This is an optimization exercise on Yosys and OpenROAD, whose aim is small area, a short achievable clock period and few clock cycles per item, not a production implementation. No run shown here included a check of the RTL's function; only the layout flow was run. Power and IR drop assume default switching activity.

File: design/flow/standard.sh
#!/bin/bash
# synth_recipe.tcl (not shown) runs the flow's synth.tcl, then flattens the netlist and writes it again
# the make line also repeats each setting of config.mk as NAME=value (left out here)
make -C /OpenROAD-flow-scripts/flow DESIGN_CONFIG=/design/flow/config.mk WORK_HOME=/design/flow/orfs CLKGATE_MAP_FILE= SYNTH_SCRIPT=/design/flow/synth_recipe.tcl "${@:-finish}"
File: design/flow/config.mk
export PLATFORM = sky130hd
export DESIGN_NAME = trit_dma_top
export DESIGN_NICKNAME = trit_dma_top
export VERILOG_FILES = /design/flow/design.v
export SDC_FILE = /design/flow/constraint.sdc
export NUM_CORES = 4
export LEC_CHECK = 0
export CAP_MARGIN = 20
export CORE_MARGIN = 2
export CORE_UTILIZATION = 40
export SETUP_SLACK_MARGIN = 2.0
export SLEW_MARGIN = 20
export TNS_END_PERCENT = 10
File: design/flow/constraint.sdc
create_clock -name core_clock -period 5.0 [get_ports {i_clk}]
set_input_delay 1.0000 -clock core_clock [delete_from_list [all_inputs] [get_ports {i_clk}]]
set_output_delay 1.0000 -clock core_clock [all_outputs]
set_load 0.01 [all_outputs]
File: design/flow/design.v
`default_nettype none
package trit_dma_pkg;
    typedef logic [128-1:0] mword_t;
    typedef logic [28-1:0] maddr_t;
    typedef logic [32-1:0] sword_t;
    typedef logic [3-1:0] saddr_t;
    typedef logic [1:0] trit_t;
    typedef logic [2*27-1:0] trit_row_t;
    typedef logic [63:0] tick_t;
    typedef enum logic [1:0] {
        IDLE,
        LOAD,
        STORE,
        DONE
    } seq_state_t;
endpackage
`default_nettype wire
`timescale 1ns/1ps
`default_nettype none
module trit_dma_top (
    input  wire                       i_clk,
    input  wire                       i_arst,
    output logic                      o_finish_int,
    input  wire                       i_slave_write,
    input  wire                       i_slave_read,
    input  trit_dma_pkg::saddr_t      i_slave_address,
    input  trit_dma_pkg::sword_t      i_slave_writedata,
    input  wire [32/8-1:0]   i_slave_byteenable,
    output trit_dma_pkg::sword_t      o_slave_readdata,
    output logic                      o_slave_waitrequest,
    output logic                      o_slave_readdatavalid,
    output trit_dma_pkg::maddr_t      o_master_address,
    output logic                      o_master_read,
    output logic                      o_master_write,
    output trit_dma_pkg::mword_t      o_master_writedata,
    output logic [16-1:0]      o_master_byteenable,
    input  wire                       i_master_waitrequest,
    input  trit_dma_pkg::mword_t      i_master_readdata,
    input  wire                       i_master_readdatavalid
);
    localparam int DEPTH = 3;           
    localparam int PTR_W = (DEPTH > 1) ? $clog2(DEPTH) : 1;
    localparam int NB    = 16;
    localparam int LASTW = 6 - 1;
    trit_dma_pkg::sword_t src_reg;
    trit_dma_pkg::sword_t dst_reg;
    trit_dma_pkg::tick_t  tick_cnt;
    logic                 busy;
    logic                 finish;
    logic                 first;      
    logic                 start;
    assign o_slave_waitrequest   = 1'b0;
    assign o_slave_readdatavalid = i_slave_read;
    assign o_finish_int          = finish;
    assign start = i_slave_write && (i_slave_address == 3'd0) &&
                   i_slave_byteenable[0] && i_slave_writedata[1];
    always_ff @(posedge i_clk or posedge i_arst) begin
        if (i_arst) begin
            src_reg <= '0;
            dst_reg <= '0;
        end else if (i_slave_write) begin
            for (int i = 0; i < 32/8; i++) begin
                if (i_slave_byteenable[i]) begin
                    if (i_slave_address == 3'd1) src_reg[8*i +: 8] <= i_slave_writedata[8*i +: 8];
                    if (i_slave_address == 3'd2) dst_reg[8*i +: 8] <= i_slave_writedata[8*i +: 8];
                end
            end
        end
    end
    always_ff @(posedge i_clk or posedge i_arst) begin
        if (i_arst) begin
            tick_cnt <= '0;
        end else if (first) begin
            tick_cnt <= '0;
        end else if (busy) begin
            tick_cnt <= tick_cnt + 1'b1;
        end
    end
    always_comb begin
        o_slave_readdata = '0;
        if (i_slave_read) begin
            case (i_slave_address)
                3'd0:      o_slave_readdata = {30'd0, busy, finish};
                3'd1:     o_slave_readdata = src_reg;
                3'd2:     o_slave_readdata = dst_reg;
                3'd3: o_slave_readdata = tick_cnt[31:0];
                3'd4: o_slave_readdata = tick_cnt[63:32];
                default:         o_slave_readdata = '0;
            endcase
        end
    end
    logic [2:0]       rd_idx;     
    logic [2:0]       wr_idx;     
    logic [1:0]       avail;      
    logic [1:0]       cred;       
    logic             rd_q;
    logic             wr_q;
    logic             rd_acc;
    logic             wr_acc;
    logic             last_wr;
    logic [2:0]       rd_idx_n;
    logic [2:0]       wr_idx_n;
    logic [1:0]       avail_n;
    logic [1:0]       cred_n;
    logic             room_n;
    logic             rd_n;
    logic             wr_n;
    trit_dma_pkg::maddr_t addr_q;     
    assign o_master_read       = rd_q;
    assign o_master_write      = wr_q;
    assign rd_acc              = rd_q && !i_master_waitrequest;
    assign wr_acc              = wr_q && !i_master_waitrequest;
    assign last_wr             = wr_acc && (wr_idx == 3'(LASTW));
    assign o_master_byteenable = {16{1'b1}};
    assign o_master_address    = addr_q;
    assign rd_idx_n = rd_idx + 3'(rd_acc);
    assign wr_idx_n = wr_idx + 3'(wr_acc);
    assign avail_n  = avail + 2'(i_master_readdatavalid) - 2'(wr_acc);
    assign cred_n   = cred - 2'(rd_acc) + 2'(wr_acc);
    assign room_n   = (rd_idx_n != 3'(LASTW + 1)) && (cred_n != 2'd0);
    assign rd_n     = (rd_q && i_master_waitrequest) ||
                      (!(wr_q && i_master_waitrequest) && room_n);
    assign wr_n     = (wr_q && i_master_waitrequest) ||
                      (!(rd_q && i_master_waitrequest) && !room_n && (avail_n != 2'd0));
    always_ff @(posedge i_clk) begin
        if (start) begin
            addr_q <= src_reg[28-1:0];
        end else if (wr_n) begin
            addr_q <= dst_reg[28-1:0] + 28'(wr_idx_n);
        end else begin
            addr_q <= src_reg[28-1:0] + 28'(rd_idx_n);
        end
    end
    always_ff @(posedge i_clk or posedge i_arst) begin
        if (i_arst) begin
            busy   <= 1'b0;
            finish <= 1'b0;
            first  <= 1'b0;
            rd_q   <= 1'b0;
            wr_q   <= 1'b0;
            rd_idx <= '0;
            wr_idx <= '0;
            avail  <= '0;
            cred   <= '0;
        end else begin
            first <= start;
            if (start) begin
                busy   <= 1'b1;
                finish <= 1'b0;
                rd_q   <= 1'b1;
                wr_q   <= 1'b0;
                rd_idx <= '0;
                wr_idx <= '0;
                avail  <= '0;
                cred   <= 2'(DEPTH);
            end else begin
                rd_idx <= rd_idx_n;
                wr_idx <= wr_idx_n;
                avail  <= avail_n;
                cred   <= cred_n;
                if (last_wr) begin
                    busy   <= 1'b0;
                    finish <= 1'b1;
                    rd_q   <= 1'b0;
                    wr_q   <= 1'b0;
                end else if (busy) begin
                    rd_q <= rd_n;
                    wr_q <= wr_n;
                end
            end
        end
    end
    logic [2*NB-1:0]  buf_q [DEPTH];
    logic [DEPTH-1:0] rx_sel;     
    logic [DEPTH-1:0] wr_sel;     
    logic             tail_ok;    
    always_ff @(posedge i_clk or posedge i_arst) begin
        if (i_arst) begin
            rx_sel <= DEPTH'(1);
            wr_sel <= DEPTH'(1);
        end else if (start) begin
            rx_sel <= DEPTH'(1);
            wr_sel <= DEPTH'(1);
        end else begin
            if (i_master_readdatavalid) rx_sel <= {rx_sel[DEPTH-2:0], rx_sel[DEPTH-1]};
            if (wr_acc) wr_sel <= {wr_sel[DEPTH-2:0], wr_sel[DEPTH-1]};
        end
    end
    always_ff @(posedge i_clk) begin
        for (int e = 0; e < DEPTH; e++) begin
            if (i_master_readdatavalid && rx_sel[e]) begin
                for (int j = 0; j < NB; j++) buf_q[e][2*j +: 2] <= i_master_readdata[8*j +: 2];
            end
        end
    end
    assign tail_ok = (wr_idx != 3'(LASTW));
    always_comb begin
        logic [1:0] t;
        for (int j = 0; j < NB; j++) begin
            t = '0;
            for (int e = 0; e < DEPTH; e++) begin
                if (wr_sel[e] && (j == 0 || e != (LASTW % DEPTH) || tail_ok)) t = t | buf_q[e][2*j +: 2];
            end
            o_master_writedata[8*j +: 8] = {{6{t[1]}}, t};
        end
    end
endmodule
`default_nettype wire
File: design/flow/flow/run.sh
#!/bin/bash
set -euo pipefail
cd "$(dirname "$0")/.."
bash standard.sh BUFFER_PORTS_ARGS="-buffer_cell sky130_fd_sc_hd__buf_2" finish > standard_flow.log 2>&1
==> results.sh, run 1 <==
export IMPL_rows=69
export IMPL_fin_crit_ns=3.29
export IMPL_tightestPinTransition_ns=0.975
export IMPL_holdWs_ns=0.509
export IMPL_slew_viol_final=0
export IMPL_htreeDepth=1
export IMPL_yosysSeqAreaShare=0.505
export IMPL_hp_class="reg -> reg"
export IMPL_via_per_inst=5.72
export IMPL_final_antenna_net_count=0
export IMPL_finalCritPeriodShare=0.659
export IMPL_vias=11414
export IMPL_synth_area_um2=14200
export IMPL_first_global_vias=10682
export IMPL_critPathLaunchType="input pin"
export IMPL_numCtsBuffers=31
export IMPL_clock_sinks=273
export IMPL_layout_cells_most_common="buf_2"
export IMPL_initial_core_util=0.402
export IMPL_cp_arrival_ns=2.29
export IMPL_reg_largest_list="buf_q (96), tick_cnt (64)"
export IMPL_crit_path_cell_trace="buf_4 > nor2b_4 > and2_1 > buf_6 > a22oi_1 > a21oi_1 > buf_2"
export IMPL_regMostFlops="buf_q"
export IMPL_async_reset_ff_frac=0.546
export IMPL_critPathRequiredTime_ns=4.00
export IMPL_crit_fanout=30
export IMPL_drc_errors=0
export IMPL_drive_gt1_frac=0.325
export IMPL_num_io_pins=382
export IMPL_tns_ns=0
export IMPL_setup_viol=0
export IMPL_vdd_drop_max_uv=364
export IMPL_max_stage_delay_ns=0.26
export IMPL_wire_per_inst_um=20.7
export IMPL_clock_latency_ns=0.56
export IMPL_port_buffers=268
export IMPL_critPathTopFamily="buffers and inverters"
export IMPL_leakage_nw=7.22
export IMPL_synth_edf_count=96
export IMPL_yosys_warnings=2
export IMPL_root_buffer="clkbuf_16"
export IMPL_dpl_instance_area_um2=15200
export IMPL_cp_end_kind="primary output"
export IMPL_gp_congestion=0.844
export IMPL_rsz0062_at_grt="true"
export IMPL_final_area_um2=17100
export IMPL_die_h_um=192
export IMPL_finalPower_w=0.00933
export IMPL_grtUsageTotal=0.217
export IMPL_status="no timing/DRC/antenna violations"
export IMPL_path_buf_inv=3
export IMPL_synth_avg_cell_area_um2=10.7
export IMPL_relSlewSlack=0.344
export IMPL_dieArea_um2=37000
export IMPL_power_density_nw_per_um2=544
export IMPL_synthDistinctLibCells=72
export IMPL_antenna_found_initial=6
export IMPL_core_area_um2=35300
export IMPL_first_pass_iters=5
export IMPL_wl_um=41300
export IMPL_clockBufferDepth=3
export IMPL_gr_total_overflow=0
export IMPL_hold_viol=0
export IMPL_cts_tree="built"
export IMPL_layout_common_cells="buf_2 (255), dfrtp_1 (146), edfxtp_1 (96), a21oi_1 (78), nor2_1 (65)"
export IMPL_final_nets=1696
export IMPL_grt_pass1_wl_um=61700
export IMPL_critical_path_slowest_cell="buf_6"
export IMPL_grt_max_degree=150
export IMPL_largest_reg_flops=96
export IMPL_die_w_um=192
export IMPL_fin_skew_ns=0.0138
export IMPL_ys_ff_latch=273
export IMPL_drtIter0Drc=863
export IMPL_netlist_instances=1334
export IMPL_area_growth_pct=20.6
export IMPL_max_clock_freq_ghz=0.304
export IMPL_path_clk_slew_ns=0.06
export IMPL_critical_path_class="in -> out"
export IMPL_dp_hpwl_um=27300
export IMPL_synth_top_flop_cell="dfrtp_1"
export IMPL_drv_cap=0
## power by group
| group | leakage, nW | switching, W | internal (W) |
|---|---|---|---|
| clock | 0.554 | 0.000937 | 0.00159 |
| combinational | 3.64 | 0.00205 | 0.00162 |
| sequential | 3.02 | 0.000397 | 0.00273 |
## final timing paths
kind,depth (start not counted),startpoint,slack (ns),endpoint
max,7,i_slave_address[2],1.71,o_slave_readdata[27]
min,1,dst_reg[29],0.51,dst_reg[29]
max reg2reg,11,wr_q,1.92,addr_q[20]
min reg2reg,1,dst_reg[29],0.51,dst_reg[29]
max in group asynchronous,3,i_arst,3.69,first
min in group asynchronous,3,i_arst,0.67,tick_cnt[7]
## synth_stat cells (15+ instances only)
cell type	count	share of area
nand2_1	59	0.016
o31ai_1	25	0.013
mux2_2	61	0.048
clkbuf_1	62	0.016
nor3_1	20	0.0070
o21ai_0	35	0.012
dfrtp_1	147	0.26
a21oi_1	85	0.030
nand4_1	35	0.015
a222oi_1	33	0.023
nor2_1	67	0.018
inv_1	58	0.015
xor2_1	28	0.017
or4_1	28	0.015
buf_4	115	0.061
dfxtp_1	28	0.039
and3_1	19	0.0084
edfxtp_1	96	0.20
and2_1	20	0.0088
a22oi_1	69	0.036
nand3_1	40	0.014
nor4_1	16	0.0070
xnor2_1	23	0.014
ha_1	15	0.013
and4_1	15	0.0092
## worst reg2reg max path, stage by stage (launching register included)
cell and delay [ns]:
dfrtp_1 0.42, nor2b_4 0.23, ha_1 0.18, ha_1 0.16, xor2_1 0.21, ha_1 0.29, a21oi_1 0.08, buf_4 0.17
or4_4 0.60, nor2_1 0.16, xnor2_1 0.08, a222oi_1 0.38
## stage by stage
step / utilization / cells / worst slack (ns)
floorplan: - / 1349 / 1.45
global placement: 0.430 / 1904 / 0.742
CTS: 0.480 / 1984 / 1.75
global route: 0.485 / 1993 / 1.65
finish: 0.485 / 1997 / 1.71
detailed placement: 0.430 / 1904 / 0.711
## layer usage
| metal | part of all wire | vias up | GRT usage |
|---|---|---|---|
| met5 | 0.00022 | - | 0 |
| met4 | 0.034 | 2 | 0.0731 |
| met1 | 0.40 | 5638 | 0.275 |
| met2 | 0.49 | 487 | 0.370 |
| met3 | 0.076 | 73 | 0.0426 |
| li1 | - | 5214 | - |
## cell type report
cell class / count / area [um^2]
multi-input combinational: 825 / 6050
clock buffer: 35 / 821
sequential: 273 / 7180
fill: 3240 / 18200
tap: 461 / 577
clock inverter: 23 / 330
antenna: 5 / 12.5
timing repair buffer: 317 / 1950
inverter: 58 / 221
## timing repair
item | in CTS | in global routing
gates resized for setup | 80 | 26
cloned | 7 | 0
hold buffers | 0 | 0
pin swaps | 18 | 9
setup endpoints to repair | 200 | 200
buffers inserted | 15 | 8
endpoints found under the hold margin | 0 | 0
## cells by family (layout without fill, tap and decap cells)
logic type                 count (synthesis)  count (layout)  share of synthesized area
AOI/OAI and AO/OA                        305             305                      0.150
xor gates and xnor gates                  53              53                     0.0346
adders and majority gates                 17              17                     0.0160
buffers and inverters                    254             433                     0.0998
DFF                                      273             273                      0.505
muxes                                     71              71                     0.0554
other                                      2              22                   0.000529
and+or+nand+nor                          359             362                      0.138
==> inputs of run 2 (changes only) <==
--- a/design/flow/config.mk
+++ b/design/flow/config.mk
@@ -6,4 +6,5 @@
 export NUM_CORES = 4
 export LEC_CHECK = 0
+export ABC_CLOCK_PERIOD_IN_PS = 3000
 export CAP_MARGIN = 20
 export CORE_MARGIN = 2
@@ -11,3 +12,3 @@
 export SETUP_SLACK_MARGIN = 2.0
 export SLEW_MARGIN = 20
-export TNS_END_PERCENT = 10
+export TNS_END_PERCENT = 0
==> run 2 against run 1 <==
Worst setup slack about the same. Register-to-register slack worse by 0.04 ns. Die area is the same. Sequential cell count stayed put. Non-clock buffer count is 9 lower. Critical endpoint unchanged. Clock-buffer cell count unchanged.
==> results.sh, run 2 <==
export IMPL_tightestPinTransition_ns=1.01
export IMPL_postCtsHoldBufs=0
export IMPL_synth_most_common_cell="dfrtp_1"
export IMPL_synthDistinctLibCells=72
export IMPL_finalCritPeriodShare=0.659
export IMPL_clock_latency_ns=0.56
export IMPL_hold_viol=0
export IMPL_synth_avg_cell_area_um2=10.7
export IMPL_hold_start="dst_reg[29]"
export IMPL_hold_path_end="dst_reg[29]"
export IMPL_leakage_nw=7.17
export IMPL_cp_end_kind="primary output"
export IMPL_largest_reg_flops=96
export IMPL_synth_top_flop_cell="dfrtp_1"
export IMPL_dieArea_um2=37000
export IMPL_final_area_um2=16900
export IMPL_hp_class="reg -> reg"
export IMPL_initial_core_util=0.402
export IMPL_regMostFlops="buf_q"
export IMPL_drive_gt1_frac=0.316
export IMPL_drc_errors=0
export IMPL_die_h_um=192
export IMPL_netlist_instances=1334
export IMPL_setup_viol=0
export IMPL_synth_top_family_by_area="compound AO/OA/AOI/OAI gates"
export IMPL_ff2ff_setup_slack_ns=1.88
export IMPL_final_antenna_net_count=0
export IMPL_area_growth_pct=19.2
export IMPL_vdd_drop_max_uv=363
export IMPL_synth_xor_area_frac=0.0346
export IMPL_gr_total_overflow=0
export IMPL_dpl_instance_area_um2=15200
export IMPL_yosys_warnings=2
export IMPL_synth_adder_area_share=0.0160
export IMPL_path_clk_slew_ns=0.06
export IMPL_crit_fanout=30
export IMPL_reg_largest_list="buf_q (96), tick_cnt (64)"
export IMPL_layout_common_cells="buf_2 (264), dfrtp_1 (146), edfxtp_1 (96), a21oi_1 (78), nor2_1 (65)"
export IMPL_synth_area_um2=14200
export IMPL_via_per_inst=5.69
export IMPL_reg2reg_to="addr_q[20]"
export IMPL_r2r_cells=10
export IMPL_critical_path_class="in -> out"
export IMPL_placedCellCount=1904
export IMPL_ys_ff_latch=273
export IMPL_clockBufferDepth=3
export IMPL_synth_top_area_share=0.259
export IMPL_muxShareOfSynthArea=0.0554
export IMPL_relSlewSlack=0.322
export IMPL_drv_cap=0
export IMPL_die_w_um=192
export IMPL_synth_edf_count=96
export IMPL_antenna_found_initial=6
export IMPL_grt_pass1_wl_um=61100
export IMPL_critPathRequiredTime_ns=4.00
export IMPL_holdPathStages=1
export IMPL_core_area_um2=35300
export IMPL_num_io_pins=382
export IMPL_synthTopCellsByCount="dfrtp_1 (147), buf_4 (115), edfxtp_1 (96)"
export IMPL_htreeDepth=1
export IMPL_async_reset_ff_frac=0.546
export IMPL_rows=69
export IMPL_tns_ns=0
export IMPL_fin_skew_ns=0.0139
export IMPL_gp_congestion=0.844
export IMPL_rsz0062_at_grt="true"
export IMPL_root_buffer="clkbuf_16"
export IMPL_cts_tree="built"
export IMPL_synth_simple_gate_area_share=0.138
export IMPL_fin_crit_ns=3.29
export IMPL_clock_sinks=273
export IMPL_status="no timing/DRC/antenna violations"
export IMPL_fin_cells=1987
export IMPL_cp_arrival_ns=2.29
export IMPL_grt_max_degree=150
export IMPL_drtIter0Drc=870
export IMPL_first_global_vias=10576
export IMPL_first_pass_iters=5
export IMPL_slew_viol_final=0
export IMPL_dp_hpwl_um=27300
export IMPL_max_clock_freq_ghz=0.304
export IMPL_reg2reg_from="rd_q"
export IMPL_port_buffers=268
export IMPL_numCtsBuffers=31
export IMPL_synth_compound_area_frac=0.150
export IMPL_wl_um=40800
export IMPL_wire_per_inst_um=20.5
export IMPL_final_nets=1686
export IMPL_layout_cells_most_common="buf_2"
export IMPL_critPathLaunchType="input pin"
export IMPL_vias=11305
export IMPL_grtUsageTotal=0.214
export IMPL_power_density_nw_per_um2=540
export IMPL_synth_top_area_cell="dfrtp_1"
export IMPL_synth_area_leaders="dfrtp_1 (26%), edfxtp_1 (20%), buf_4 (6.1%)"
export IMPL_yosysSeqAreaShare=0.505
-- run 2: changes by cell type in the layout (fill, tap and decap cells not counted), sizes merged --
cell | before | now
and2 | 23 | 22
buf | 316 | 306
clkbuf | 35 | 36
-- run 2: layer usage --
layer	vias up	GRT usage	wire (um)	share of wire
li1	5193	-	-	-
met1	5569	0.273	16600	0.41
met2	473	0.364	19800	0.49
met3	68	0.0424	3030	0.074
met4	2	0.0740	1370	0.034
met5	-	0	9	0.00022
-- run 2: per-stage QoR --
step / total power [W] / setup slack, ns / hold WS, ns / utilization
after floorplan: 0.00559 / 1.45 / 0.474 / -
after CTS: 0.00916 / 1.75 / 0.511 / 0.477
after global routing: 0.00974 / 1.65 / 0.530 / 0.479
after global placement: 0.00635 / 0.742 / 0.490 / 0.430
after detailed placement: 0.00639 / 0.711 / 0.496 / 0.430
final: 0.00914 / 1.71 / 0.508 / 0.479
-- run 2: logic make-up after synthesis --
| kind of cell | count (synthesis) |
|---|---|
| simple gates | 359 |
| compound gates | 305 |
| flops | 273 |
| buf+inv | 254 |
| mux | 71 |
| xor+xnor | 53 |
| fa+ha+maj | 17 |
| other cells | 2 |
-- run 2: power breakdown --
group          total, W  internal, W  switching, W
clock           0.00252      0.00159      0.000932
combinational   0.00349      0.00150       0.00199
sequential      0.00313      0.00273      0.000392
-- run 2: what timing repair did --
action                     4_1_cts  5_1_grt
setup endpoints to repair      200      200
pin swaps                       17       10
cloned                           6        0
setup buffers                   11        3
resized for setup               68       16
-- run 2: how the worst max path moves through the flow --
stage,from,end,slack (ns)
after global placement,i_master_waitrequest,addr_q[27],0.74
after detailed placement,i_master_waitrequest,addr_q[21],0.71
final,i_slave_address[2],o_slave_readdata[27],1.71
after global routing,i_slave_address[2],o_slave_readdata[10],1.65
after floorplan,i_master_waitrequest,addr_q[27],1.45
after CTS,wr_idx[1],o_master_writedata[83],1.75
-- run 2: final cells by class --
| cell class | count | area [um^2] |
|---|---|---|
| repair buffers | 308 | 1820 |
| fillers | 3253 | 18400 |
| clock inverters | 23 | 330 |
| multi-input cells | 824 | 5970 |
| well taps | 461 | 577 |
| clock buffers | 35 | 821 |
| flip-flops and latches | 273 | 7180 |
| diodes | 5 | 12.5 |
| inverters | 58 | 221 |
-- run 2: critical path: stages --
cell and delay [ns]:
buf_4 0.16, nor2b_4 0.14, and2_1 0.15, buf_6 0.26, a22oi_1 0.18, a21oi_1 0.22, buf_2 0.16
==> inputs of run 3 (changes only) <==
--- a/design/flow/config.mk
+++ b/design/flow/config.mk
@@ -6,8 +6,8 @@
 export NUM_CORES = 4
 export LEC_CHECK = 0
-export ABC_CLOCK_PERIOD_IN_PS = 3000
 export CAP_MARGIN = 20
 export CORE_MARGIN = 2
 export CORE_UTILIZATION = 40
+export CTS_BUF_LIST = sky130_fd_sc_hd__clkbuf_4 sky130_fd_sc_hd__clkbuf_8
 export SETUP_SLACK_MARGIN = 2.0
 export SLEW_MARGIN = 20
==> run 3 against run 2 <==
Via count down 0.74%. Routed wire length down 0.10%. Non-clock buffer count fell by 4. Sequential power about the same. Die area is the same. Clock-buffer cell count rose by 42. Critical path depth up 1. Cell count rose by 1.3%. Maximum frequency barely moved. Critical endpoint unchanged. Highest routed layer unchanged.
==> results.sh, run 3 <==
export IMPL_status="no timing/DRC/antenna violations"
export IMPL_via_per_inst=5.58
export IMPL_max_stage_delay_ns=0.30
export IMPL_drtIter0Drc=824
export IMPL_synth_avg_cell_area_um2=10.7
export IMPL_synth_area_um2=14200
export IMPL_relSlewSlack=0.291
export IMPL_dieArea_um2=37000
export IMPL_clockBufferDepth=3
export IMPL_largest_reg_flops=96
export IMPL_wl_um=40800
export IMPL_drc_errors=0
export IMPL_core_area_um2=35300
export IMPL_fin_cells=2012
export IMPL_critPathTopFamily="buffers and inverters"
export IMPL_netlist_instances=1334
export IMPL_first_pass_iters=8
export IMPL_endpoint="o_slave_readdata[27]"
export IMPL_hp_class="reg -> reg"
export IMPL_ys_ff_latch=273
export IMPL_tns_ns=0
export IMPL_path_buf_inv=4
export IMPL_synth_top_area_share=0.259
export IMPL_crit_path_cell_trace="buf_4 > nor2_4 > and2_4 > buf_12 > buf_12 > a22oi_1 > a21oi_1 > buf_2"
export IMPL_hold_viol=0
export IMPL_synth_most_common_cell="dfrtp_1"
export IMPL_grt_pass1_wl_um=60700
export IMPL_finalCritPeriodShare=0.659
export IMPL_r2r_cells=11
export IMPL_reg_largest_list="buf_q (96), tick_cnt (64)"
export IMPL_path_clk_slew_ns=0.05
export IMPL_area_growth_pct=18.2
export IMPL_root_buffer="clkbuf_8"
export IMPL_wire_per_inst_um=20.3
export IMPL_yosys_warnings=2
export IMPL_gp_congestion=0.844
export IMPL_cpMostUsedCell="buf_12"
export IMPL_cp_arrival_ns=2.29
export IMPL_synth_top_area_cell="dfrtp_1"
export IMPL_fin_crit_ns=3.29
export IMPL_dp_hpwl_um=27300
export IMPL_synthTopCellsByCount="dfrtp_1 (147), buf_4 (115), edfxtp_1 (96)"
export IMPL_vias=11221
export IMPL_layout_common_cells="buf_2 (263), dfrtp_1 (146), edfxtp_1 (96), a21oi_1 (78), nor2_1 (66)"
export IMPL_die_h_um=192
export IMPL_crit_cells=8
export IMPL_layout_cells_most_common="buf_2"
export IMPL_clock_sinks=273
export IMPL_fillers=3277
export IMPL_final_nets=1699
export IMPL_synth_edf_count=96
export IMPL_ff2ff_setup_slack_ns=1.89
export IMPL_fin_ws_ns=1.71
export IMPL_vdd_drop_max_uv=282
export IMPL_synth_top_flop_cell="dfrtp_1"
export IMPL_fin_skew_ns=0.0344
export IMPL_tightestPinTransition_ns=1.05
export IMPL_num_io_pins=382
export IMPL_reg2reg_from="wr_q"
export IMPL_numCtsBuffers=48
export IMPL_cts_tree="built"
export IMPL_leakage_nw=7.15
export IMPL_async_reset_ff_frac=0.546
export IMPL_yosysSeqAreaShare=0.505
export IMPL_dp_slack_ns=0.711
export IMPL_holdWs_ns=0.512
export IMPL_rsz0062_at_grt="true"
export IMPL_final_antenna_net_count=0
export IMPL_critPathLaunch="i_slave_address[1]"
export IMPL_initial_core_util=0.402
export IMPL_grt_max_degree=150
export IMPL_critical_path_class="in -> out"
export IMPL_power_density_nw_per_um2=522
export IMPL_htreeDepth=2
export IMPL_setup_viol=0
export IMPL_gr_total_overflow=0
export IMPL_regMostFlops="buf_q"
export IMPL_placedCellCount=1904
export IMPL_max_clock_freq_ghz=0.303
export IMPL_critPathLaunchType="input pin"
export IMPL_dpl_instance_area_um2=15200
export IMPL_synth_area_leaders="dfrtp_1 (26%), edfxtp_1 (20%), buf_4 (6.1%)"
export IMPL_die_w_um=192
export IMPL_crit_fanout=15
export IMPL_port_buffers=268
export IMPL_clock_latency_ns=0.59
export IMPL_holdPathStages=2
export IMPL_drive_gt1_frac=0.330
export IMPL_drv_cap=0
export IMPL_cp_end_kind="primary output"
export IMPL_final_area_um2=16800
export IMPL_first_global_vias=10636
export IMPL_antenna_found_initial=5
export IMPL_critPathRequiredTime_ns=4.00
export IMPL_grtUsageTotal=0.214
export IMPL_synthDistinctLibCells=72
export IMPL_rows=69
export IMPL_reg2reg_to="addr_q[20]"
export IMPL_critical_path_slowest_cell="a22oi_1"
export IMPL_slew_viol_final=0
run 3: cell types whose count changed in the layout (fill, tap and decap cells not counted), sizes merged:
cell,previous run,this run
clkbuf,36,79
bufinv,8,1
buf,306,301
clkinv,11,8
clkinvlp,3,2
diode,5,4
inv,59,58
run 3: where the power goes:
group          switching (W)  internal, W
Sequential          0.000391      0.00273
Clock               0.000927      0.00128
Combinational        0.00197      0.00148
run 3: what timing repair did:
| action | 4_1_cts | 5_1_grt |
|---|---|---|
| endpoints found under the hold margin | 0 | 0 |
| setup endpoints to repair | 200 | 200 |
| cloned | 5 | 1 |
| resized for setup | 66 | 16 |
| setup buffers | 8 | 2 |
| pin swaps | 14 | 9 |
| hold buffers | 0 | 0 |
run 3: metal layers:
layer  wire length, um  global-route usage
met1             17000               0.273
met2             19900               0.363
met3              2860              0.0453
met4              1070              0.0699
met5                 9                   0
run 3: layout make-up:
cell class | instances | area [um^2] | share of cell area
flip-flops and latches | 273 | 7180 | 0.427
multi-input cells | 824 | 5960 | 0.355
repair buffers | 304 | 1800 | 0.107
clock buffers | 77 | 966 | 0.0575
well taps | 461 | 577 | 0.0343
inverters | 58 | 221 | 0.0132
clock inverters | 11 | 83.8 | 0.00499
diodes | 4 | 10.0 | 0.000596
run 3: per-stage QoR:
stage | utilization | total power, W
6_report | 0.476 | 0.00877
5_1_grt | 0.476 | 0.00939
4_1_cts | 0.472 | 0.00881
3_5_place_dp | 0.430 | 0.00639
3_3_place_gp | 0.430 | 0.00635
2_1_floorplan | - | 0.00559
run 3: worst min path at each step:
stage	endpoint	from
3_5_place_dp	dst_reg[29]	dst_reg[29]
3_3_place_gp	rx_sel[2]	rx_sel[2]
4_1_cts	dst_reg[30]	dst_reg[30]
2_1_floorplan	rx_sel[2]	rx_sel[2]
6_report	rx_sel[2]	rx_sel[2]
5_1_grt	dst_reg[30]	dst_reg[30]
run 3: cell families after synthesis:
kind of cell             count (synthesis)  synth area share
AO/OA/AOI/OAI                          305             0.150
AND/OR/NAND/NOR                        359             0.138
adder cells (fa/ha/maj)                 17            0.0160
flip-flops                             273             0.505
buffers and inverters                  254            0.0998
multiplexers                            71            0.0554
XOR/XNOR                                53            0.0346
other                                    2          0.000529
run 3: tightest hold or removal path, stage by stage, from the launching register on:
cell	delay, ns
dfrtp_1	0.33
a21oi_1	0.06
nor2_1	0.08
==> inputs of run 4 (changes only) <==
==> design/flow/flow/run.sh (replaced) <==
#!/bin/bash
set -euo pipefail
cd "$(dirname "$0")/.."
bash standard.sh BUFFER_PORTS_ARGS="-buffer_cell sky130_fd_sc_hd__buf_1" finish > standard_flow.log 2>&1
--- a/design/flow/config.mk
+++ b/design/flow/config.mk
@@ -9,5 +9,4 @@
 export CORE_MARGIN = 2
 export CORE_UTILIZATION = 40
-export CTS_BUF_LIST = sky130_fd_sc_hd__clkbuf_4 sky130_fd_sc_hd__clkbuf_8
 export SETUP_SLACK_MARGIN = 2.0
 export SLEW_MARGIN = 20
==> run 4 against run 3 <==
Still clean on timing, DRC and antenna. Maximum frequency fell by 1.1%. Hold slack worse by 0.0045 ns. Combinational power fell by 7.2%. Critical path depth is 1 lower. Clock power up 11%. Total power up 0.19%. Worst setup slack lost 0.036 ns. Cell count is 1.7% lower. Synthesized cell count did not move. Sequential cell count stayed put. Via count fell by 0.54%. Die area is the same. Critical endpoint is now o_slave_readdata[11].
==> results.sh, run 4 <==
export IMPL_cts_tree="built"
export IMPL_hold_start="dst_reg[30]"
export IMPL_critical_path_slowest_cell="a21oi_2"
export IMPL_max_clock_freq_ghz=0.300
export IMPL_cpMostUsedCell="nor2b_4"
export IMPL_setup_viol=0
export IMPL_clock_latency_ns=0.59
export IMPL_drive_gt1_frac=0.136
export IMPL_leakage_nw=6.24
export IMPL_synth_most_common_cell="dfrtp_1"
export IMPL_fin_skew_ns=0.0454
export IMPL_crit_path_cell_trace="buf_2 > nor2b_4 > nor2b_4 > buf_12 > a22oi_1 > a21oi_2 > buf_1"
export IMPL_critPathRequiredTime_ns=4.00
export IMPL_grt_max_degree=74
export IMPL_synth_top_area_share=0.259
export IMPL_critPathLaunchType="input pin"
export IMPL_dieArea_um2=37000
export IMPL_wl_um=39800
export IMPL_vdd_drop_max_uv=380
export IMPL_final_antenna_net_count=0
export IMPL_layout_cells_most_common="buf_1"
export IMPL_via_per_inst=5.64
export IMPL_power_density_nw_per_um2=537
export IMPL_reg2reg_from="rd_q"
export IMPL_reg_largest_list="buf_q (96), tick_cnt (64)"
export IMPL_postCtsHoldBufs=0
export IMPL_synthDistinctLibCells=72
export IMPL_fin_crit_ns=3.33
export IMPL_clockBufferDepth=3
export IMPL_numCtsBuffers=31
export IMPL_synth_top_flop_cell="dfrtp_1"
export IMPL_first_global_vias=10547
export IMPL_slew_viol_final=0
export IMPL_crit_cells=7
export IMPL_holdPathStages=1
export IMPL_fillers=3347
export IMPL_vias=11160
export IMPL_die_h_um=192
export IMPL_initial_core_util=0.402
export IMPL_gp_congestion=0.845
export IMPL_hold_viol=0
export IMPL_synth_area_leaders="dfrtp_1 (26%), edfxtp_1 (20%), buf_4 (6.1%)"
export IMPL_crit_fanout=17
export IMPL_cp_arrival_ns=2.33
export IMPL_drtIter0Drc=775
export IMPL_regMostFlops="buf_q"
export IMPL_final_nets=1679
export IMPL_tns_ns=0
export IMPL_dpl_instance_area_um2=14900
export IMPL_status="no timing/DRC/antenna violations"
export IMPL_cp_end_kind="primary output"
export IMPL_ys_ff_latch=273
export IMPL_ff2ff_setup_slack_ns=1.80
export IMPL_wire_per_inst_um=20.1
export IMPL_drv_cap=0
export IMPL_largest_reg_flops=96
export IMPL_layout_common_cells="buf_1 (253), dfrtp_1 (145), edfxtp_1 (96), a21oi_1 (80)"
export IMPL_critical_path_class="in -> out"
export IMPL_max_stage_delay_ns=0.25
export IMPL_clock_sinks=273
export IMPL_rsz0062_at_grt="true"
export IMPL_root_buffer="clkbuf_16"
export IMPL_drc_errors=0
export IMPL_core_area_um2=35300
export IMPL_yosys_warnings=2
export IMPL_synth_area_um2=14200
export IMPL_critPathLaunch="i_slave_address[2]"
export IMPL_synth_edf_count=96
export IMPL_final_area_um2=16400
export IMPL_grtUsageTotal=0.211
export IMPL_area_growth_pct=15.3
export IMPL_synth_top_area_cell="dfrtp_1"
export IMPL_yosysSeqAreaShare=0.505
export IMPL_async_reset_ff_frac=0.546
export IMPL_htreeDepth=1
export IMPL_gr_total_overflow=0
export IMPL_reg2reg_to="addr_q[27]"
export IMPL_netlist_instances=1334
export IMPL_antenna_found_initial=5
export IMPL_path_clk_slew_ns=0.06
export IMPL_critPathTopFamily="buffers and inverters"
export IMPL_path_buf_inv=3
export IMPL_tightestPinTransition_ns=0.969
export IMPL_num_io_pins=382
export IMPL_relSlewSlack=0.348
export IMPL_hp_class="reg -> reg"
export IMPL_hold_path_end="dst_reg[30]"
export IMPL_synth_avg_cell_area_um2=10.7
export IMPL_r2r_cells=11
export IMPL_finalCritPeriodShare=0.666
export IMPL_port_buffers=268
export IMPL_rows=69
export IMPL_first_pass_iters=5
export IMPL_grt_pass1_wl_um=60200
export IMPL_die_w_um=192
export IMPL_dp_hpwl_um=27700
export IMPL_synthTopCellsByCount="dfrtp_1 (147), buf_4 (115), edfxtp_1 (96)"
-- run 4: cell counts after synthesis --
Identical to the previous run, type by type.
-- run 4: layout make-up --
cell class,instances,area (um^2),area share
sequential,273,7180,0.438
clock buffer,38,822,0.0502
clock inverter,18,282,0.0172
inverter,58,221,0.0135
multi-input combinational,822,5840,0.356
antenna,5,12.5,0.000764
tap,461,577,0.0352
timing repair buffer,303,1450,0.0885
-- run 4: logic make-up (layout without fill, tap and decap cells) --
family                   Yosys count  in the layout  synth area share
AO/OA/AOI/OAI                    305            305             0.150
XOR/XNOR                          53             53            0.0346
adder cells (fa/ha/maj)           17             17            0.0160
buffers and inverters            254            417            0.0998
flip-flops                       273            273             0.505
multiplexers                      71             71            0.0554
other                              2             22          0.000529
AND/OR/NAND/NOR                  359            359             0.138
-- run 4: power breakdown --
group	leakage [nW]	switching [W]	internal, W	total [W]
clock	0.530	0.000929	0.00153	0.00245
sequential	3.02	0.000400	0.00273	0.00313
combinational	2.69	0.00193	0.00127	0.00320
total	6.24	0.00326	0.00553	0.00879
-- run 4: repair_timing --
item / CTS / global route
gates cloned: 3 / 0
buffers inserted: 7 / 1
gates resized for setup: 67 / 7
endpoints found under the setup margin: 199 / 200
pin swaps: 8 / 2
-- run 4: worst max path at each step --
stage / to / slack (ns)
finish: o_slave_readdata[11] / 1.67
global route: o_master_writedata[17] / 1.57
CTS: o_master_writedata[83] / 1.70
detailed placement: addr_q[27] / 0.65
global placement: addr_q[27] / 0.61
floorplan: addr_q[27] / 1.45
-- run 4: worst reg2reg max path, stage by stage, from the launching register on --
cell,delay (ns)
dfrtp_1,0.42
nor2b_2,0.18
ha_1,0.18
ha_1,0.21
xor2_2,0.18
ha_4,0.32
nand3_4,0.12
a2111oi_4,0.38
buf_4,0.18
or4b_2,0.61
mux2i_1,0.18
o221ai_1,0.14
-- run 4: layer usage --
metal / vias up / GRT usage / share of wire
met1: 5482 / 0.267 / 0.41
li1: 5188 / - / -
met3: 63 / 0.0411 / 0.069
met2: 425 / 0.366 / 0.49
met4: 2 / 0.0599 / 0.028
met5: - / 0 / 0.00045
-- run 4: stage by stage --
step | hold slack [ns] | power (W) | instances | setup WS, ns | utilization
final | 0.508 | 0.00879 | 1978 | 1.67 | 0.464
after floorplan | 0.474 | 0.00559 | 1349 | 1.45 | -
after global placement | 0.489 | 0.00617 | 1906 | 0.614 | 0.421
after global routing | 0.526 | 0.00940 | 1974 | 1.57 | 0.464
after detailed placement | 0.496 | 0.00621 | 1906 | 0.652 | 0.421
after CTS | 0.510 | 0.00883 | 1972 | 1.70 | 0.463
==> inputs of run 5 (changes only) <==
--- a/design/flow/config.mk
+++ b/design/flow/config.mk
@@ -9,4 +9,6 @@
 export CORE_MARGIN = 2
 export CORE_UTILIZATION = 40
+export CTS_CLUSTER_DIAMETER = 60
+export CTS_CLUSTER_SIZE = 30
 export SETUP_SLACK_MARGIN = 2.0
 export SLEW_MARGIN = 20
==> run 5 against run 4 <==
Critical path depth did not move. Combinational power rose by 1%. Non-clock buffer count rose by 2. Cell area fell by 0.59%. Area after synthesis did not move. Core utilization fell by 0.27 points. Critical endpoint unchanged. Highest routed layer unchanged. Die area did not move. Synthesized cell count did not move. Cell count fell by 0.10%. First-iteration DRC count rose by 11%.
==> results.sh, run 5 <==
export IMPL_status="no timing/DRC/antenna violations"
export IMPL_critPathLaunchType="input pin"
export IMPL_netlist_instances=1334
export IMPL_grt_pass1_wl_um=60100
export IMPL_synth_area_um2=14200
export IMPL_swShare=0.397
export IMPL_cts_tree="built"
export IMPL_p_int_w=0.00516
export IMPL_largest_reg_flops=96
export IMPL_rsz0062_at_grt="true"
export IMPL_root_buffer="clkbuf_16"
export IMPL_synthTopCellsByCount="dfrtp_1 (147), buf_4 (115), edfxtp_1 (96)"
export IMPL_switchingPower_w=0.00340
export IMPL_yosys_warnings=2
export IMPL_dp_hpwl_um=27700
export IMPL_async_reset_ff_frac=0.546
export IMPL_tns_ns=0
export IMPL_layout_common_cells="buf_1 (250), dfrtp_1 (145), edfxtp_1 (96), a21oi_1 (80)"
export IMPL_critPathRequiredTime_ns=4.00
export IMPL_core_area_um2=35300
export IMPL_drive_gt1_frac=0.142
export IMPL_synthDistinctLibCells=72
export IMPL_wire_per_inst_um=20.1
export IMPL_drv_cap=0
export IMPL_vdd_drop_max_uv=339
export IMPL_relSlewSlack=0.341
export IMPL_ys_ff_latch=273
export IMPL_holdPathStages=1
export IMPL_synth_edf_count=96
export IMPL_first_global_vias=10546
export IMPL_reg2reg_to="addr_q[27]"
export IMPL_power_frac_seq=0.366
export IMPL_tightestPinTransition_ns=0.979
export IMPL_cp_end_kind="primary output"
export IMPL_die_w_um=192
export IMPL_crit_fanout=17
export IMPL_ff2ff_setup_slack_ns=1.79
export IMPL_reg2reg_from="rd_q"
export IMPL_grt_max_degree=74
export IMPL_layout_cells_most_common="buf_1"
export IMPL_clockBufferDepth=3
export IMPL_gr_total_overflow=0
export IMPL_regMostFlops="buf_q"
export IMPL_hold_viol=0
export IMPL_grtUsageTotal=0.210
export IMPL_fin_skew_ns=0.0305
export IMPL_fin_util=0.461
export IMPL_first_pass_iters=7
export IMPL_final_nets=1678
export IMPL_clock_latency_ns=0.57
export IMPL_rows=69
export IMPL_synth_top_flop_cell="dfrtp_1"
export IMPL_hold_path_end="src_reg[28]"
export IMPL_synth_top_area_cell="dfrtp_1"
export IMPL_reg_largest_list="buf_q (96), tick_cnt (64)"
export IMPL_max_clock_freq_ghz=0.300
export IMPL_area_growth_pct=14.6
export IMPL_clock_power_share=0.256
export IMPL_via_per_inst=5.63
export IMPL_synth_most_common_cell="dfrtp_1"
export IMPL_antenna_found_initial=6
export IMPL_slew_viol_final=0
export IMPL_drtIter0Drc=864
export IMPL_synth_avg_cell_area_um2=10.7
export IMPL_synth_area_leaders="dfrtp_1 (26%), edfxtp_1 (20%), buf_4 (6.1%)"
export IMPL_numCtsBuffers=28
export IMPL_path_clk_slew_ns=0.06
export IMPL_initial_core_util=0.402
export IMPL_leakage_nw=6.20
export IMPL_finalCritPeriodShare=0.668
export IMPL_yosysSeqAreaShare=0.505
export IMPL_gp_congestion=0.845
export IMPL_port_buffers=268
export IMPL_power_density_nw_per_um2=526
export IMPL_synth_top_area_share=0.259
export IMPL_final_antenna_net_count=0
export IMPL_drc_errors=0
export IMPL_critical_path_class="in -> out"
export IMPL_hp_class="reg -> reg"
export IMPL_dieArea_um2=37000
export IMPL_hold_start="src_reg[28]"
export IMPL_num_io_pins=382
export IMPL_fin_crit_ns=3.34
export IMPL_clock_sinks=273
export IMPL_postCtsHoldBufs=0
export IMPL_vias=11126
export IMPL_htreeDepth=1
export IMPL_setup_viol=0
export IMPL_cp_arrival_ns=2.34
export IMPL_wl_um=39800
export IMPL_r2r_cells=11
export IMPL_die_h_um=192
export IMPL_combinationalPowerShare=0.379
## run 5: critical path: stages
cell and delay, ns:
buf_4 0.16, nor2b_4 0.18, nor2b_4 0.21, buf_12 0.18
a22oi_1 0.15, a21oi_2 0.25, buf_1 0.20
## run 5: metal layers
metal | part of all wire | global-route usage
met5 | 0.00035 | 0
met4 | 0.024 | 0.0531
met3 | 0.071 | 0.0416
met2 | 0.49 | 0.367
met1 | 0.41 | 0.265
## run 5: worst max-delay path by stage
stage,from,endpoint,slack [ns],cells after the start
after floorplan,i_master_waitrequest,addr_q[27],1.45,10
after global placement,i_master_waitrequest,addr_q[27],0.61,12
after detailed placement,i_master_waitrequest,addr_q[27],0.65,12
after CTS,wr_idx[1],o_master_writedata[83],1.69,6
after global routing,wr_idx[1],o_master_writedata[69],1.57,6
final,i_slave_address[0],o_slave_readdata[11],1.66,7
## run 5: power groups by stage
stage / logic, W / clock network, W / registers [W]
detailed placement: 0.00304 / 0 / 0.00317
CTS: 0.00321 / 0.00224 / 0.00313
floorplan: 0.00256 / 0 / 0.00303
finish: 0.00324 / 0.00219 / 0.00313
global placement: 0.00302 / 0 / 0.00316
global route: 0.00366 / 0.00233 / 0.00318
## run 5: kinds of logic (layout without fill, tap and decap cells)
group / after synthesis / in the layout / synth area share
simple gates: 359 / 359 / 0.138
compound gates: 305 / 305 / 0.150
flops: 273 / 273 / 0.505
buf+inv: 254 / 415 / 0.0998
mux: 71 / 71 / 0.0554
xor+xnor: 53 / 53 / 0.0346
fa+ha+maj: 17 / 17 / 0.0160
other cells: 2 / 22 / 0.000529
## run 5: layout make-up
class	instances	area (um^2)
antenna	5	12.5
tap	461	577
timing repair buffer	305	1460
fill	3392	19000
multi-input combinational	822	5840
clock buffer	30	728
inverter	58	221
clock inverter	22	260
sequential	273	7180
## run 5: stage by stage
step	setup slack, ns	std cells	cell area, um^2	hold slack (ns)	power (W)
floorplan	1.45	1349	14300	0.474	0.00559
global placement	0.614	1906	14900	0.489	0.00617
detailed placement	0.652	1906	14900	0.496	0.00621
CTS	1.69	1968	16200	0.511	0.00859
global route	1.57	1972	16300	0.527	0.00917
finish	1.66	1976	16300	0.507	0.00856
## run 5: timing repair
item	in CTS	in global routing
pin swaps	10	4
buffers inserted	7	3
resized for setup	71	7
cloned	3	0
setup endpoints to repair	200	200
==> inputs of run 6 (changes only) <==
--- a/design/flow/config.mk
+++ b/design/flow/config.mk
@@ -10,5 +10,5 @@
 export CORE_UTILIZATION = 40
 export CTS_CLUSTER_DIAMETER = 60
-export CTS_CLUSTER_SIZE = 30
+export CTS_CLUSTER_SIZE = 24
 export SETUP_SLACK_MARGIN = 2.0
 export SLEW_MARGIN = 20
==> run 6 against run 5 <==
Routed wire length unchanged. Clock-buffer cell count stayed put. Via count did not move. Sequential power barely moved. Combinational power hardly changed. Sequential cell count did not move. Largest cell class unchanged. Sequential share of layout area is the same.
==> results.sh, run 6 <==
export IMPL_final_antenna_net_count=0
export IMPL_path_clk_slew_ns=0.06
export IMPL_via_per_inst=5.63
export IMPL_wire_per_inst_um=20.1
export IMPL_synth_top_flop_cell="dfrtp_1"
export IMPL_critPathRequiredTime_ns=4.00
export IMPL_wl_met3_um=2820
export IMPL_postCtsHoldBufs=0
export IMPL_setup_viol=0
export IMPL_largest_reg_flops=96
export IMPL_highest_layer="met5"
export IMPL_r2r_cells=11
export IMPL_num_io_pins=382
export IMPL_rsz0062_at_grt="true"
export IMPL_clock_sinks=273
export IMPL_leakage_nw=6.20
export IMPL_reg_largest_list="buf_q (96), tick_cnt (64)"
export IMPL_fin_skew_ns=0.0305
export IMPL_yosys_warnings=2
export IMPL_root_buffer="clkbuf_16"
export IMPL_dp_hpwl_um=27700
export IMPL_critical_path_class="in -> out"
export IMPL_regMostFlops="buf_q"
export IMPL_holdPathStages=1
export IMPL_synth_top_area_share=0.259
export IMPL_grt_max_degree=74
export IMPL_initial_core_util=0.402
export IMPL_hold_viol=0
export IMPL_vdd_drop_max_uv=339
export IMPL_relSlewSlack=0.341
export IMPL_drtIter0Drc=864
export IMPL_cts_tree="built"
export IMPL_drive_gt1_frac=0.142
export IMPL_synth_area_um2=14200
export IMPL_layout_cells_most_common="buf_1"
export IMPL_max_clock_freq_ghz=0.300
export IMPL_wl_um=39800
export IMPL_dieArea_um2=37000
export IMPL_grt_pass1_wl_um=60100
export IMPL_yosysSeqAreaShare=0.505
export IMPL_clock_latency_ns=0.57
export IMPL_area_growth_pct=14.6
export IMPL_layout_common_cells="buf_1 (250), dfrtp_1 (145), edfxtp_1 (96), a21oi_1 (80)"
export IMPL_slew_viol_final=0
export IMPL_synth_top_area_cell="dfrtp_1"
export IMPL_synthTopCellsByCount="dfrtp_1 (147), buf_4 (115), edfxtp_1 (96)"
export IMPL_holdWs_ns=0.507
export IMPL_synth_edf_count=96
export IMPL_gp_congestion=0.845
export IMPL_crit_fanout=17
export IMPL_synthDistinctLibCells=72
export IMPL_antenna_found_initial=6
export IMPL_status="no timing/DRC/antenna violations"
export IMPL_cp_arrival_ns=2.34
export IMPL_async_reset_ff_frac=0.546
export IMPL_first_pass_iters=7
export IMPL_fin_crit_ns=3.34
export IMPL_drv_cap=0
export IMPL_power_density_nw_per_um2=526
export IMPL_rows=69
export IMPL_first_global_vias=10546
export IMPL_wl_met2_um=19600
export IMPL_tightestPinTransition_ns=0.979
export IMPL_netlist_instances=1334
export IMPL_vias=11126
export IMPL_finalCritPeriodShare=0.668
export IMPL_synth_area_leaders="dfrtp_1 (26%), edfxtp_1 (20%), buf_4 (6.1%)"
export IMPL_gr_total_overflow=0
export IMPL_die_w_um=192
export IMPL_tns_ns=0
export IMPL_cp_end_kind="primary output"
export IMPL_numCtsBuffers=28
export IMPL_core_area_um2=35300
export IMPL_wl_met1_um=16400
export IMPL_fillers=3392
export IMPL_htreeDepth=1
export IMPL_clockBufferDepth=3
export IMPL_synth_avg_cell_area_um2=10.7
export IMPL_final_nets=1678
export IMPL_drc_errors=0
export IMPL_die_h_um=192
export IMPL_hp_class="reg -> reg"
export IMPL_critPathLaunchType="input pin"
export IMPL_ys_ff_latch=273
export IMPL_port_buffers=268
export IMPL_grtUsageTotal=0.210
export IMPL_synth_most_common_cell="dfrtp_1"
==> run 6: power by group <==
| group | leakage, nW | switching (W) | internal, W |
|---|---|---|---|
| combinational | 2.71 | 0.00195 | 0.00129 |
| clock | 0.472 | 0.00106 | 0.00113 |
| sequential | 3.02 | 0.000399 | 0.00273 |
==> run 6: final cells by class <==
| cell class | instances | area (um^2) | area share |
|---|---|---|---|
| Antenna cell | 5 | 12.5 | 0.000768 |
| Clock buffer | 30 | 728 | 0.0447 |
| Clock inverter | 22 | 260 | 0.0160 |
| Inverter | 58 | 221 | 0.0136 |
| Multi-Input combinational cell | 822 | 5840 | 0.359 |
| Sequential cell | 273 | 7180 | 0.441 |
| Tap cell | 461 | 577 | 0.0354 |
| Timing Repair Buffer | 305 | 1460 | 0.0899 |
==> run 6: cells by family after synthesis <==
kind of cell	count (synthesis)	share of synthesized area
DFF	273	0.505
and+or+nand+nor	359	0.138
other	2	0.000529
xor gates and xnor gates	53	0.0346
muxes	71	0.0554
AOI/OAI and AO/OA	305	0.150
adders and majority gates	17	0.0160
buffers and inverters	254	0.0998
==> run 6: timing repair <==
action / 4_1_cts / 5_1_grt
endpoints found under the setup margin: 200 / 200
buffers inserted: 7 / 3
pin swaps: 10 / 4
gates resized for setup: 71 / 7
gates cloned: 3 / 0
==> run 6: metrics by stage <==
| stage | cell area [um^2] | std cells | util | setup WS [ns] | power, W |
|---|---|---|---|---|---|
| 2_1_floorplan | 14300 | 1349 | - | 1.45 | 0.00559 |
| 3_3_place_gp | 14900 | 1906 | 0.421 | 0.614 | 0.00617 |
| 3_5_place_dp | 14900 | 1906 | 0.421 | 0.652 | 0.00621 |
| 4_1_cts | 16200 | 1968 | 0.460 | 1.69 | 0.00859 |
| 5_1_grt | 16300 | 1972 | 0.461 | 1.57 | 0.00917 |
| 6_report | 16300 | 1976 | 0.461 | 1.66 | 0.00856 |
==> run 6: path summary, 6_finish.rpt <==
kind                               startpoint              endpoint  slack (ns)
max                        i_slave_address[0]  o_slave_readdata[11]        1.66
min                               src_reg[28]           src_reg[28]        0.51
max reg2reg                              rd_q            addr_q[27]        1.79
min reg2reg                       src_reg[28]           src_reg[28]        0.51
max in group asynchronous              i_arst             wr_sel[1]        3.32
min in group asynchronous              i_arst          tick_cnt[32]        0.63
==> run 6: critical path, cell delays in order <==
cell,delay (ns)
buf_4,0.16
nor2b_4,0.18
nor2b_4,0.21
buf_12,0.18
a22oi_1,0.15
a21oi_2,0.25
buf_1,0.20
==> run 6: layer usage <==
layer,GRT usage,vias to the layer above
li1,-,5176
met1,0.265,5465
met2,0.367,430
met3,0.0416,53
met4,0.0531,2
met5,0,-
==> inputs of run 7 (changes only) <==
--- a/design/flow/config.mk
+++ b/design/flow/config.mk
@@ -9,6 +9,6 @@
 export CORE_MARGIN = 2
 export CORE_UTILIZATION = 40
-export CTS_CLUSTER_DIAMETER = 60
-export CTS_CLUSTER_SIZE = 24
+export CTS_CLUSTER_DIAMETER = 80
+export CTS_CLUSTER_SIZE = 35
 export SETUP_SLACK_MARGIN = 2.0
 export SLEW_MARGIN = 20
==> run 7 against run 6 <==
Sequential power is essentially flat. Global-route usage shrank 0.055 points. Largest power group unchanged. Routed wire length down 0.46%. Critical path depth grew 1. Largest cell class unchanged. Total power fell by 6.4%. Clock-buffer cell count decreased by 10.
==> results.sh, run 7 <==
export IMPL_fin_skew_ns=0.0322
export IMPL_combinationalPowerShare=0.405
export IMPL_drive_gt1_frac=0.126
export IMPL_dpl_instance_area_um2=14900
export IMPL_final_antenna_net_count=0
export IMPL_clock_sinks=273
export IMPL_slew_viol_final=0
export IMPL_root_buffer="clkbuf_16"
export IMPL_antenna_found_initial=6
export IMPL_first_pass_iters=6
export IMPL_grtUsageTotal=0.209
export IMPL_p_int_w=0.00477
export IMPL_synth_area_um2=14200
export IMPL_fin_crit_ns=3.32
export IMPL_met3_usage=0.0406
export IMPL_rsz0062_at_grt="true"
export IMPL_netlist_instances=1334
export IMPL_reg2reg_from="rd_q"
export IMPL_layout_cells_most_common="buf_1"
export IMPL_wire_per_inst_um=20.3
export IMPL_dp_hpwl_um=27700
export IMPL_critPathLaunchType="input pin"
export IMPL_final_nets=1668
export IMPL_reg_largest_list="buf_q (96), tick_cnt (64)"
export IMPL_dieArea_um2=37000
export IMPL_power_frac_seq=0.390
export IMPL_gr_total_overflow=0
export IMPL_postCtsHoldBufs=0
export IMPL_via_per_inst=5.65
export IMPL_synth_top_area_cell="dfrtp_1"
export IMPL_vias=11049
export IMPL_wl_um=39600
export IMPL_synth_top_area_share=0.259
export IMPL_drv_cap=0
export IMPL_grt_max_degree=74
export IMPL_dp_slack_ns=0.652
export IMPL_numCtsBuffers=17
export IMPL_htreeDepth=1
export IMPL_port_buffers=268
export IMPL_grt_pass1_wl_um=60000
export IMPL_initial_core_util=0.402
export IMPL_die_w_um=192
export IMPL_final_area_um2=15900
export IMPL_cts_tree="built"
export IMPL_grtUsageMet1=0.266
export IMPL_drc_errors=0
export IMPL_gp_congestion=0.845
export IMPL_core_area_um2=35300
export IMPL_synth_avg_cell_area_um2=10.7
export IMPL_drtIter0Drc=777
export IMPL_area_growth_pct=12.1
export IMPL_critPathLaunch="i_slave_address[2]"
export IMPL_cp_end_kind="primary output"
export IMPL_first_global_vias=10437
export IMPL_synthTopCellsByCount="dfrtp_1 (147), buf_4 (115), edfxtp_1 (96)"
export IMPL_switchingPower_w=0.00324
export IMPL_setup_viol=0
export IMPL_rows=69
export IMPL_cp_arrival_ns=2.32
export IMPL_swShare=0.405
export IMPL_use_met2=0.366
export IMPL_critPathRequiredTime_ns=4.00
export IMPL_critical_path_class="in -> out"
export IMPL_layout_common_cells="buf_1 (254), dfrtp_1 (145), edfxtp_1 (96), a21oi_1 (80), a22oi_1 (67)"
export IMPL_synth_top_flop_cell="dfrtp_1"
export IMPL_fin_util=0.451
export IMPL_regMostFlops="buf_q"
export IMPL_path_clk_slew_ns=0.11
export IMPL_synthDistinctLibCells=72
export IMPL_largest_reg_flops=96
export IMPL_clockBufferDepth=3
export IMPL_finalCritPeriodShare=0.664
export IMPL_power_density_nw_per_um2=503
export IMPL_hold_start="src_reg[28]"
export IMPL_clock_power_share=0.205
export IMPL_hp_class="reg -> reg"
export IMPL_yosys_warnings=2
export IMPL_status="no timing/DRC/antenna violations"
export IMPL_num_io_pins=382
export IMPL_synth_area_leaders="dfrtp_1 (26%), edfxtp_1 (20%), buf_4 (6.1%)"
export IMPL_hold_viol=0
export IMPL_max_clock_freq_ghz=0.301
export IMPL_leakage_nw=6.02
export IMPL_fin_ws_ns=1.68
export IMPL_clock_latency_ns=0.54
export IMPL_vdd_drop_max_uv=413
export IMPL_tns_ns=0
export IMPL_synth_most_common_cell="dfrtp_1"
export IMPL_tightestPinTransition_ns=0.959
export IMPL_relSlewSlack=0.359
export IMPL_async_reset_ff_frac=0.546
export IMPL_yosysSeqAreaShare=0.505
export IMPL_die_h_um=192
export IMPL_crit_fanout=17
export IMPL_top_usage_layer="met2"
export IMPL_ys_ff_latch=273
export IMPL_synth_edf_count=96
run 7: cell types whose count changed in the layout (fill, tap and decap cells not counted), sizes merged:
cell / before / now
inv: 68 / 65
clkinvlp: 4 / 2
clkbuf: 30 / 21
clkinv: 8 / 1
run 7: per-layer routing:
| metal | share of wire | vias to the layer above |
|---|---|---|
| li1 | - | 5137 |
| met1 | 0.41 | 5458 |
| met2 | 0.49 | 407 |
| met3 | 0.068 | 45 |
| met4 | 0.024 | 2 |
| met5 | 0.00045 | - |
run 7: logic make-up (layout without fill, tap and decap cells):
| family | Yosys count | in the layout | share of synthesized area |
|---|---|---|---|
| AOI/OAI and AO/OA | 305 | 305 | 0.150 |
| xor gates and xnor gates | 53 | 53 | 0.0346 |
| adders and majority gates | 17 | 17 | 0.0160 |
| buffers and inverters | 254 | 394 | 0.0998 |
| DFF | 273 | 273 | 0.505 |
| muxes | 71 | 71 | 0.0554 |
| other | 2 | 22 | 0.000529 |
| and+or+nand+nor | 359 | 359 | 0.138 |
run 7: path summary, 6_finish.rpt:
kind,endpoint,slack [ns],cells past startpoint
worst max-delay path,o_slave_readdata[24],1.68,8
worst min register to register,src_reg[28],0.52,1
max in group asynchronous,rx_sel[0],3.31,3
worst min-delay path,src_reg[28],0.52,1
worst max register to register,addr_q[27],1.76,11
min in group asynchronous,tick_cnt[34],0.65,2
run 7: power by group through the flow:
stage | Sequential, W | Clock (W) | Combinational [W]
final | 0.00313 | 0.00164 | 0.00324
after global routing | 0.00318 | 0.00177 | 0.00365
after CTS | 0.00313 | 0.00170 | 0.00322
after detailed placement | 0.00317 | 0 | 0.00304
after global placement | 0.00316 | 0 | 0.00302
after floorplan | 0.00303 | 0 | 0.00256
run 7: final cells by class:
| cell class | count | area [um^2] |
|---|---|---|
| sequential | 273 | 7180 |
| tap | 461 | 577 |
| multi-input combinational | 822 | 5830 |
| inverter | 58 | 221 |
| timing repair buffer | 306 | 1470 |
| clock buffer | 20 | 468 |
| clock inverter | 10 | 155 |
| antenna | 5 | 12.5 |
| fill | 3414 | 19400 |
run 7: stage by stage:
stage,total power (W),cells,hold slack [ns]
global placement,0.00617,1906,0.489
global route,0.00861,1951,0.538
finish,0.00801,1955,0.520
detailed placement,0.00621,1906,0.496
CTS,0.00804,1946,0.522
floorplan,0.00559,1349,0.474
run 7: repair_timing:
| item | CTS | global route |
|---|---|---|
| setup buffers | 7 | 4 |
| gates resized for setup | 69 | 6 |
| endpoints found under the setup margin | 200 | 200 |
| pin swaps | 9 | 5 |
| gates cloned | 3 | 0 |
run 7: worst max-delay path: stages:
cell and delay, ns:
buf_2 0.17, nor2b_4 0.14, nor2b_4 0.21, buf_12 0.14
buf_16 0.15, a22oi_1 0.13, a21oi_1 0.19, buf_1 0.18
==> inputs of run 8 (changes only) <==
--- a/design/flow/config.mk
+++ b/design/flow/config.mk
@@ -9,6 +9,6 @@
 export CORE_MARGIN = 2
 export CORE_UTILIZATION = 40
-export CTS_CLUSTER_DIAMETER = 80
-export CTS_CLUSTER_SIZE = 35
+export CTS_CLUSTER_DIAMETER = 100
+export CTS_CLUSTER_SIZE = 30
 export SETUP_SLACK_MARGIN = 2.0
 export SLEW_MARGIN = 20
==> run 8 against run 7 <==
Maximum frequency is 0.45% higher. Synthesized cell count unchanged. Total power fell by 1.9%. Combinational power is 3% higher. Cell count decreased by 0.15%. Register-to-register slack improved by 0.07 ns. Sequential cell count unchanged. Critical path depth decreased by 1. Critical endpoint is now o_slave_readdata[20]. Largest power group unchanged.
==> results.sh, run 8 <==
export IMPL_status="no timing/DRC/antenna violations"
export IMPL_tightestPinTransition_ns=0.945
export IMPL_synth_top_area_cell="dfrtp_1"
export IMPL_async_reset_ff_frac=0.546
export IMPL_multi_input_area_um2=5910
export IMPL_grt_max_degree=74
export IMPL_wl_um=39600
export IMPL_cts_tree="built"
export IMPL_relSlewSlack=0.364
export IMPL_vdd_drop_max_uv=365
export IMPL_die_h_um=192
export IMPL_synth_most_common_cell="dfrtp_1"
export IMPL_fin_crit_ns=3.31
export IMPL_reg2reg_to="addr_q[27]"
export IMPL_ff2ff_setup_slack_ns=1.83
export IMPL_path_clk_slew_ns=0.10
export IMPL_numCtsBuffers=14
export IMPL_critPathRequiredTime_ns=4.00
export IMPL_drive_gt1_frac=0.133
export IMPL_fin_skew_ns=0.0343
export IMPL_first_pass_iters=7
export IMPL_gr_total_overflow=0
export IMPL_die_w_um=192
export IMPL_hold_viol=0
export IMPL_leakage_nw=5.99
export IMPL_rsz0062_at_grt="true"
export IMPL_r2r_cells=11
export IMPL_synth_top_area_share=0.259
export IMPL_max_clock_freq_ghz=0.302
export IMPL_drc_errors=0
export IMPL_cp_end_kind="primary output"
export IMPL_synth_area_um2=14200
export IMPL_htreeDepth=1
export IMPL_initial_core_util=0.402
export IMPL_regMostFlops="buf_q"
export IMPL_core_area_um2=35300
export IMPL_final_nets=1668
export IMPL_area_growth_pct=11.7
export IMPL_clock_sinks=273
export IMPL_postCtsHoldBufs=0
export IMPL_holdWs_ns=0.519
export IMPL_power_density_nw_per_um2=495
export IMPL_largest_reg_flops=96
export IMPL_cp_arrival_ns=2.31
export IMPL_placedCellCount=1906
export IMPL_synthDistinctLibCells=72
export IMPL_tns_ns=0
export IMPL_clockBufferDepth=3
export IMPL_holdPathStages=1
export IMPL_crit_fanout=17
export IMPL_fillers=3415
export IMPL_clock_latency_ns=0.53
export IMPL_slew_viol_final=0
export IMPL_grt_pass1_wl_um=60100
export IMPL_layout_cells_most_common="buf_1"
export IMPL_layout_common_cells="buf_1 (249), dfrtp_1 (145), edfxtp_1 (96), a21oi_1 (76), nor2_1 (65)"
export IMPL_netlist_instances=1334
export IMPL_hold_path_end="src_reg[28]"
export IMPL_critPathLaunchType="input pin"
export IMPL_setup_viol=0
export IMPL_hold_start="src_reg[28]"
export IMPL_ys_ff_latch=273
export IMPL_finalCritPeriodShare=0.661
export IMPL_reg_largest_list="buf_q (96), tick_cnt (64)"
export IMPL_synth_edf_count=96
export IMPL_wire_per_inst_um=20.3
export IMPL_synth_area_leaders="dfrtp_1 (26%), edfxtp_1 (20%), buf_4 (6.1%)"
export IMPL_final_antenna_net_count=0
export IMPL_port_buffers=268
export IMPL_dieArea_um2=37000
export IMPL_vias=11089
export IMPL_rows=69
export IMPL_dp_hpwl_um=27700
export IMPL_first_global_vias=10502
export IMPL_synthTopCellsByCount="dfrtp_1 (147), buf_4 (115), edfxtp_1 (96)"
export IMPL_regArea_um2=7180
export IMPL_num_io_pins=382
export IMPL_synth_avg_cell_area_um2=10.7
export IMPL_critical_path_class="in -> out"
export IMPL_yosysSeqAreaShare=0.505
export IMPL_reg2reg_from="rd_q"
export IMPL_root_buffer="clkbuf_16"
export IMPL_drv_cap=0
export IMPL_drtIter0Drc=899
export IMPL_gp_congestion=0.845
export IMPL_via_per_inst=5.68
export IMPL_grtUsageTotal=0.210
export IMPL_antenna_found_initial=6
export IMPL_fin_cells=1952
export IMPL_synth_top_flop_cell="dfrtp_1"
export IMPL_yosys_warnings=2
export IMPL_hp_class="reg -> reg"
## run 8: cell count changes in the layout (fill, tap and decap cells not counted), sizes merged
cell      previous run  this run
inv                 65        61
clkbuf              21        19
bufbuf               2         1
clkinvlp             2         1
buf                303       308
## run 8: logic make-up (layout without fill, tap and decap cells)
family                   after synthesis  count (layout)  share of synthesized area
AO/OA/AOI/OAI                        305             305                      0.150
XOR/XNOR                              53              53                     0.0346
adder cells (fa/ha/maj)               17              17                     0.0160
buffers and inverters                254             391                     0.0998
flip-flops                           273             273                      0.505
multiplexers                          71              71                     0.0554
other                                  2              22                   0.000529
AND/OR/NAND/NOR                      359             359                      0.138
## run 8: how the worst max path moves through the flow
stage | startpoint | to | slack (ns) | depth (start not counted)
2_1_floorplan | i_master_waitrequest | addr_q[27] | 1.45 | 10
3_3_place_gp | i_master_waitrequest | addr_q[27] | 0.61 | 12
3_5_place_dp | i_master_waitrequest | addr_q[27] | 0.65 | 12
4_1_cts | wr_idx[1] | o_master_writedata[83] | 1.74 | 6
5_1_grt | wr_idx[1] | o_master_writedata[69] | 1.61 | 6
6_report | i_slave_address[1] | o_slave_readdata[20] | 1.69 | 7
## run 8: area by class of cell
cell class | instances | area share
sequential | 273 | 0.452
inverter | 58 | 0.0140
antenna | 5 | 0.000788
tap | 461 | 0.0363
clock buffer | 19 | 0.0252
clock inverter | 5 | 0.00410
timing repair buffer | 309 | 0.0945
multi-input combinational | 822 | 0.373
## run 8: power by group
part / total (W) / switching [W] / leakage, nW / internal, W
logic: 0.00334 / 0.00198 / 2.74 / 0.00136
clock network: 0.00139 / 0.000786 / 0.227 / 0.000600
registers: 0.00313 / 0.000407 / 3.02 / 0.00273
## run 8: critical path: stages
cell     delay [ns]
buf_4          0.16
nor3b_4        0.15
buf_4          0.17
buf_12         0.16
a22oi_1        0.35
a21oi_1        0.15
buf_1          0.15
## run 8: stage by stage
stage	total power [W]	instance area [um^2]	util	setup slack, ns
global route	0.00844	15900	0.449	1.61
detailed placement	0.00621	14900	0.421	0.652
finish	0.00786	15900	0.449	1.69
CTS	0.00787	15800	0.448	1.74
global placement	0.00617	14900	0.421	0.614
floorplan	0.00559	14300	-	1.45
## run 8: routing by layer
| metal | global-route usage | vias up | wire (um) |
|---|---|---|---|
| met5 | 0 | - | 14 |
| met4 | 0.0499 | 2 | 828 |
| met3 | 0.0387 | 45 | 2650 |
| met2 | 0.371 | 405 | 19800 |
| met1 | 0.265 | 5501 | 16400 |
| li1 | - | 5136 | - |
## run 8: repair_timing
action                     CTS  global route
cloned                       3             0
resized for setup           86             9
setup buffers               12             2
pin swaps                   13             4
setup endpoints to repair  199           200

Setup slack of run 8, layout unchanged: 1.693 ns with ideal ports, 1.627 ns with driving cells assumed (clock clkbuf_16, inputs buf_2), 1.178 ns with port delays also shifted by the 0.555 ns mid clock arrival.
